From an optimization exercise on the open Yosys and OpenROAD flow, aimed at small area; shortcuts taken in it are not production practice.
The RTL was checked by simulation tests, not by an equivalence proof against the original design.
Power is estimated from default activity; no workload was simulated. The clock port is modelled as an ideal driver; clocking choices that lean on that would not hold on a real chip.

==> flow/design.v <==
package sdram_streamer_pkg;
   localparam int DEF_DATAWIDTH    = 32;
   localparam int DEF_ADDRESSWIDTH = 32;
   localparam int DEF_FIFO_DEPTH   = 16;
   localparam int DEF_COUNTWIDTH   = 16;
   typedef enum logic [1:0] {
      IDLE,
      WRITE,
      FLUSH,
      DONE
   } state_t;
   typedef struct packed {
      logic [DEF_ADDRESSWIDTH-1:0]  address;
      logic [DEF_DATAWIDTH/8-1:0]   byteenable;
      logic [DEF_DATAWIDTH-1:0]     data;
   } fifo_entry_t;
   function automatic int clog2(input int value);
      clog2 = 0;
      for (int i = 0; i < 31; i++) begin
         if ((1 << i) < value) begin
            clog2 = i + 1;
         end
      end
   endfunction
endpackage
module sync_fifo #(
   parameter int WIDTH = 8,
   parameter int DEPTH = 16,
   parameter int AW    = $clog2(DEPTH)
)(
   input  logic             clk,
   input  logic             rst_n,
   input  logic             push,
   input  logic [WIDTH-1:0] push_data,
   input  logic             pop,
   output logic [WIDTH-1:0] head_data,
   output logic             full,
   output logic             empty,
   output logic             more_than_one
);
   logic [WIDTH-1:0] mem [DEPTH];
   logic [AW-1:0]    wr_ptr_reg;
   logic [DEPTH-1:0] rd_sel_reg;    
   logic [AW:0]      count_reg;
   logic             do_push;
   assign full          = count_reg[AW];
   assign empty         = (count_reg == '0);
   assign more_than_one = |count_reg[AW:1];
   assign do_push       = push && !full;
   always_comb begin
      head_data = '0;
      for (int i = 0; i < DEPTH; i++) begin
         head_data = head_data | ({WIDTH{rd_sel_reg[i]}} & mem[i]);
      end
   end
   always_ff @(posedge clk) begin
      if (do_push) begin
         mem[wr_ptr_reg] <= push_data;
      end
   end
   always_ff @(posedge clk or negedge rst_n) begin
      if (!rst_n) begin
         wr_ptr_reg <= '0;
         rd_sel_reg <= DEPTH'(1);
         count_reg  <= '0;
      end else begin
         if (do_push) begin
            wr_ptr_reg <= wr_ptr_reg + AW'(1);
         end
         if (pop) begin
            rd_sel_reg <= {rd_sel_reg[DEPTH-2:0], rd_sel_reg[DEPTH-1]};
         end
         case ({do_push, pop})
            2'b10:   count_reg <= count_reg + (AW+1)'(1);
            2'b01:   count_reg <= count_reg - (AW+1)'(1);
            default: count_reg <= count_reg;
         endcase
      end
   end
endmodule
module sdram_write_streamer #(
   parameter int DATAWIDTH       = sdram_streamer_pkg::DEF_DATAWIDTH,
   parameter int BYTEENABLEWIDTH = DATAWIDTH / 8,
   parameter int ADDRESSWIDTH    = sdram_streamer_pkg::DEF_ADDRESSWIDTH,
   parameter int FIFO_DEPTH      = sdram_streamer_pkg::DEF_FIFO_DEPTH,
   parameter int COUNTWIDTH      = sdram_streamer_pkg::DEF_COUNTWIDTH
)(
   input  logic                       clock50MHz,
   input  logic                       reset,
   input  logic                       auto_incr,
   input  logic [ADDRESSWIDTH-1:0]    base_address,
   input  logic                       load_base,
   input  logic [ADDRESSWIDTH-1:0]    sdram_address,
   input  logic [BYTEENABLEWIDTH-1:0] sdram_byteenable,
   input  logic                       sdram_write,
   input  logic [DATAWIDTH-1:0]       sdram_writedata,
   output logic                       sdram_waitrequest,
   input  logic                       sdram_finished,
   input  logic                       irq_ack,
   output logic [ADDRESSWIDTH-1:0]    master_address,
   output logic [BYTEENABLEWIDTH-1:0] master_byteenable,
   output logic                       master_write,
   output logic [DATAWIDTH-1:0]       master_writedata,
   input  logic                       master_waitrequest,
   output logic                       irq,
   output logic [COUNTWIDTH-1:0]      word_count,
   output logic                       busy
);
   localparam int ENTRY_W = ADDRESSWIDTH + BYTEENABLEWIDTH + DATAWIDTH;
   logic                    master_write_reg;
   logic                    flush_reg;
   logic [ADDRESSWIDTH-1:0] pointer_reg;
   logic [ADDRESSWIDTH-1:0] addr_src;
   logic [COUNTWIDTH-1:0]   word_count_reg;
   logic                    irq_reg;
   logic                    finish_pending_reg;
   logic                    fifo_full, fifo_empty, fifo_more;
   logic                    push, pop, inc;
   logic [ENTRY_W-1:0]      head_entry;
   assign push = sdram_write && !fifo_full;
   assign inc  = push && auto_incr;
   assign pop  = master_write_reg && !master_waitrequest;
   assign addr_src = load_base ? base_address : pointer_reg;
   sync_fifo #(
      .WIDTH (ENTRY_W),
      .DEPTH (FIFO_DEPTH)
   ) u_fifo (
      .clk           (clock50MHz),
      .rst_n         (reset),
      .push          (push),
      .push_data     ({auto_incr ? addr_src : sdram_address, sdram_byteenable, sdram_writedata}),
      .pop           (pop),
      .head_data     (head_entry),
      .full          (fifo_full),
      .empty         (fifo_empty),
      .more_than_one (fifo_more)
   );
   always_ff @(posedge clock50MHz or negedge reset) begin
      if (!reset) begin
         master_write_reg   <= 1'b0;
         flush_reg          <= 1'b0;
         pointer_reg        <= '0;
         word_count_reg     <= '0;
         irq_reg            <= 1'b0;
         finish_pending_reg <= 1'b0;
      end else begin
         if (master_write_reg) begin
            if (!master_waitrequest && !fifo_more) begin
               master_write_reg <= 1'b0;
               flush_reg        <= (finish_pending_reg || sdram_finished) && !push;
            end
         end else if (flush_reg) begin
            flush_reg <= 1'b0;
         end else if (!fifo_empty) begin
            master_write_reg <= 1'b1;
         end else begin
            flush_reg <= finish_pending_reg;
         end
         pointer_reg <= addr_src + (inc ? ADDRESSWIDTH'(BYTEENABLEWIDTH) : '0);
         if (load_base) begin
            word_count_reg <= '0;
         end else if (pop) begin
            word_count_reg <= word_count_reg + COUNTWIDTH'(1);
         end
         if (flush_reg) begin
            irq_reg <= 1'b1;
         end else if (irq_ack) begin
            irq_reg <= 1'b0;
         end
         if (flush_reg) begin
            finish_pending_reg <= 1'b0;
         end else if (sdram_finished) begin
            finish_pending_reg <= 1'b1;
         end
      end
   end
   assign sdram_waitrequest = fifo_full;
   assign master_address    = head_entry[ENTRY_W-1 -: ADDRESSWIDTH];
   assign master_byteenable = head_entry[DATAWIDTH +: BYTEENABLEWIDTH];
   assign master_writedata  = head_entry[DATAWIDTH-1:0];
   assign master_write      = master_write_reg;
   assign irq               = irq_reg;
   assign word_count        = word_count_reg;
   assign busy              = !fifo_empty || master_write_reg;
endmodule
clock: 5.0 ns
lec_check: 0
cap_margin: 20
core_margin: 2
core_utilization: 40
slew_margin: 20
run.sh (not shown) runs the stock make flow with config.mk's settings and CLKGATE_MAP_FILE= SYNTH_SCRIPT=/design/flow/synth_recipe.tcl, a recipe that flattens the netlist after the stock synthesis.
Edit:
--- a/flow/design.v
+++ b/flow/design.v
@@ -40,19 +40,14 @@
 );
    logic [WIDTH-1:0] mem [DEPTH];
    logic [AW-1:0]    wr_ptr_reg;
-   logic [DEPTH-1:0] rd_sel_reg;    
+   logic [AW-1:0]    rd_ptr_reg;
    logic [AW:0]      count_reg;
    logic             do_push;
    assign full          = count_reg[AW];
    assign empty         = (count_reg == '0);
    assign more_than_one = |count_reg[AW:1];
    assign do_push       = push && !full;
-   always_comb begin
-      head_data = '0;
-      for (int i = 0; i < DEPTH; i++) begin
-         head_data = head_data | ({WIDTH{rd_sel_reg[i]}} & mem[i]);
-      end
-   end
+   assign head_data = mem[rd_ptr_reg];
    always_ff @(posedge clk) begin
       if (do_push) begin
          mem[wr_ptr_reg] <= push_data;
@@ -61,14 +56,14 @@
    always_ff @(posedge clk or negedge rst_n) begin
       if (!rst_n) begin
          wr_ptr_reg <= '0;
-         rd_sel_reg <= DEPTH'(1);
+         rd_ptr_reg <= '0;
          count_reg  <= '0;
       end else begin
          if (do_push) begin
             wr_ptr_reg <= wr_ptr_reg + AW'(1);
          end
          if (pop) begin
-            rd_sel_reg <= {rd_sel_reg[DEPTH-2:0], rd_sel_reg[DEPTH-1]};
+            rd_ptr_reg <= rd_ptr_reg + AW'(1);
          end
          case ({do_push, pop})
             2'b10:   count_reg <= count_reg + (AW+1)'(1);
@@ -156,7 +151,9 @@
          end else begin
             flush_reg <= finish_pending_reg;
          end
-         pointer_reg <= addr_src + (inc ? ADDRESSWIDTH'(BYTEENABLEWIDTH) : '0);
+         if (load_base || inc) begin
+            pointer_reg <= addr_src + (inc ? ADDRESSWIDTH'(BYTEENABLEWIDTH) : '0);
+         end
          if (load_base) begin
             word_count_reg <= '0;
          end else if (pop) begin
Cell area is higher by 6.0%.
Global-route usage is lower by 3.0 points.
Routed wire length is lower by 11%.
Utilization is lower by 0.22 points.
Maximum frequency is lower by 7.7%.
Area after synthesis is higher by 6.3%.
Setup slack loses 360 ps.
Non-clock buffer count is lower by 13.
Synthesized cell count is lower by 12%.
Clock power is higher by 2.5%.

========
## v34
RTL: the design.v shown in full above, as it stands there.
clock: 5.0 ns
lec_check: 0
cap_margin: 20
core_margin: 2
core_utilization: 40
slew_margin: 20
standard.sh (not shown) runs the stock make flow with config.mk's settings and CLKGATE_MAP_FILE= SYNTH_SCRIPT=/design/flow/synth_recipe.tcl, a recipe that flattens the netlist after the stock synthesis.
==> flow/flow/run.sh <==
#!/bin/bash
# Standard ORFS layout (standard.sh) with two changes that only affect buffering:
#  - port buffers use sky130_fd_sc_hd__buf_1 instead of the default pick;
#  - CTS clusters more sinks per leaf buffer and inserts no dummy loads.
# make's full output goes to orfs_make.log; ORFS keeps each step's log under orfs/logs.
set -euo pipefail
CTS_ARGS="-sink_clustering_enable -repair_clock_nets -dont_use_dummy_load -sink_clustering_size 30 -sink_clustering_max_diameter 100"
bash standard.sh \
  "BUFFER_PORTS_ARGS=-buffer_cell sky130_fd_sc_hd__buf_1" \
  "CTS_ARGS=$CTS_ARGS" \
  finish > orfs_make.log 2>&1
v34 ended with every stage complete and zero timing, DRC or antenna violations.
For v31, these inputs were changed with respect to v34:
--- a/flow/design.v
+++ b/flow/design.v
@@ -24,10 +24,9 @@
    endfunction
 endpackage
 module sync_fifo #(
    parameter int WIDTH = 8,
-   parameter int DEPTH = 16,
-   parameter int AW    = $clog2(DEPTH)
+   parameter int DEPTH = 16
 )(
    input  logic             clk,
    input  logic             rst_n,
    input  logic             push,
@@ -38,43 +37,38 @@
    output logic             empty,
    output logic             more_than_one
 );
    logic [WIDTH-1:0] mem [DEPTH];
-   logic [AW-1:0]    wr_ptr_reg;
-   logic [DEPTH-1:0] rd_sel_reg;    
-   logic [AW:0]      count_reg;
+   logic [DEPTH-1:0] occ_reg;
+   logic [DEPTH-1:0] head_sel;
    logic             do_push;
-   assign full          = count_reg[AW];
-   assign empty         = (count_reg == '0);
-   assign more_than_one = |count_reg[AW:1];
+   assign full          = occ_reg[DEPTH-1];
+   assign empty         = !occ_reg[0];
+   assign more_than_one = occ_reg[1];
    assign do_push       = push && !full;
+   assign head_sel = occ_reg & ~{1'b0, occ_reg[DEPTH-1:1]};
    always_comb begin
       head_data = '0;
       for (int i = 0; i < DEPTH; i++) begin
-         head_data = head_data | ({WIDTH{rd_sel_reg[i]}} & mem[i]);
+         head_data = head_data | ({WIDTH{head_sel[i]}} & mem[i]);
       end
    end
    always_ff @(posedge clk) begin
       if (do_push) begin
-         mem[wr_ptr_reg] <= push_data;
+         mem[0] <= push_data;
+         for (int i = 1; i < DEPTH; i++) begin
+            mem[i] <= mem[i-1];
+         end
       end
    end
    always_ff @(posedge clk or negedge rst_n) begin
       if (!rst_n) begin
-         wr_ptr_reg <= '0;
-         rd_sel_reg <= DEPTH'(1);
-         count_reg  <= '0;
+         occ_reg <= '0;
       end else begin
-         if (do_push) begin
-            wr_ptr_reg <= wr_ptr_reg + AW'(1);
-         end
-         if (pop) begin
-            rd_sel_reg <= {rd_sel_reg[DEPTH-2:0], rd_sel_reg[DEPTH-1]};
-         end
          case ({do_push, pop})
-            2'b10:   count_reg <= count_reg + (AW+1)'(1);
-            2'b01:   count_reg <= count_reg - (AW+1)'(1);
-            default: count_reg <= count_reg;
+            2'b10:   occ_reg <= {occ_reg[DEPTH-2:0], 1'b1};
+            2'b01:   occ_reg <= {1'b0, occ_reg[DEPTH-1:1]};
+            default: occ_reg <= occ_reg;
          endcase
       end
    end
 endmodule
## What came out
Final wirelength was lower in v31 than in v34.
Simple-gate share of the synthesized area came out lower on v31 than on v34.
Between v31 and v34, sequential cell area share is lower for v34, v31 comes in above that.
Run comparison: v34 beginning of the critical path u_fifo.rd_sel_reg[3]$_DFFE_PN0P_; v31 beginning of the critical path u_fifo.occ_reg[7]$_DFFE_PN0P_
v31: flow completed, timing, DRC and antenna clean
v31 against v34: design area went down 1.2%, routed metal-1 wire length lower, final period utilization +2.1 points.
Compared v31 vs v34, and routability congestion estimate from global placement is down in v31.
Sort v31 and v34 by cell depth of the worst setup path asc -> top: v34
Going from v34 to v31, initial core utilization comparable, adder and majority gate portion of the synthesized area saw a decrease, worst slack at placement now sits higher.
Re longest individual stage delay on the worst path: v34 was higher than v31.
Compared to v34, v31 has utilization 0.19 points higher.

what the ideal ports hide:
How much do the figures lean on ideal ports? The routed layouts below were timed once more, with nothing changed but the port constraints.
Step 1 sets driving cells, clkbuf_16 on the clock port and buf_2 on the other inputs (assumed; they add their load-dependent delay and slew).
Step 2 times the ports against the registers' clock, not the clock port: input delays grow and output delays shrink by t, the midpoint of the rising clock arrivals with the driver on.
a / b / c = ideal / step 1 / step 2; a / b = the first two.
run	t, ns	setup slack, ns	hold slack, ns	clock arrival spread, ns	slew at the worst register clock pin (ns)
the first run of note 1	0.742	0.658 / 0.588 / 1.173	0.369 / 0.338 / 0.493	0.034 / 0.033	0.07 / 0.07
the second run of note 1	0.764	0.297 / 0.226 / 0.990	0.432 / 0.386 / 0.500	0.028 / 0.028	0.07 / 0.07
v34	0.684	0.943 / 0.874 / 0.906	0.390 / 0.360 / 0.492	0.067 / 0.067	0.11 / 0.11
v31	0.683	0.840 / 0.772 / 1.373	0.417 / 0.417 / 0.417	0.069 / 0.070	0.12 / 0.12
After both steps every run listed still meets setup and hold. For v34, which loses most, drivers alone change the setup slack by -0.069 ns; drivers and shift together by -0.037 ns.
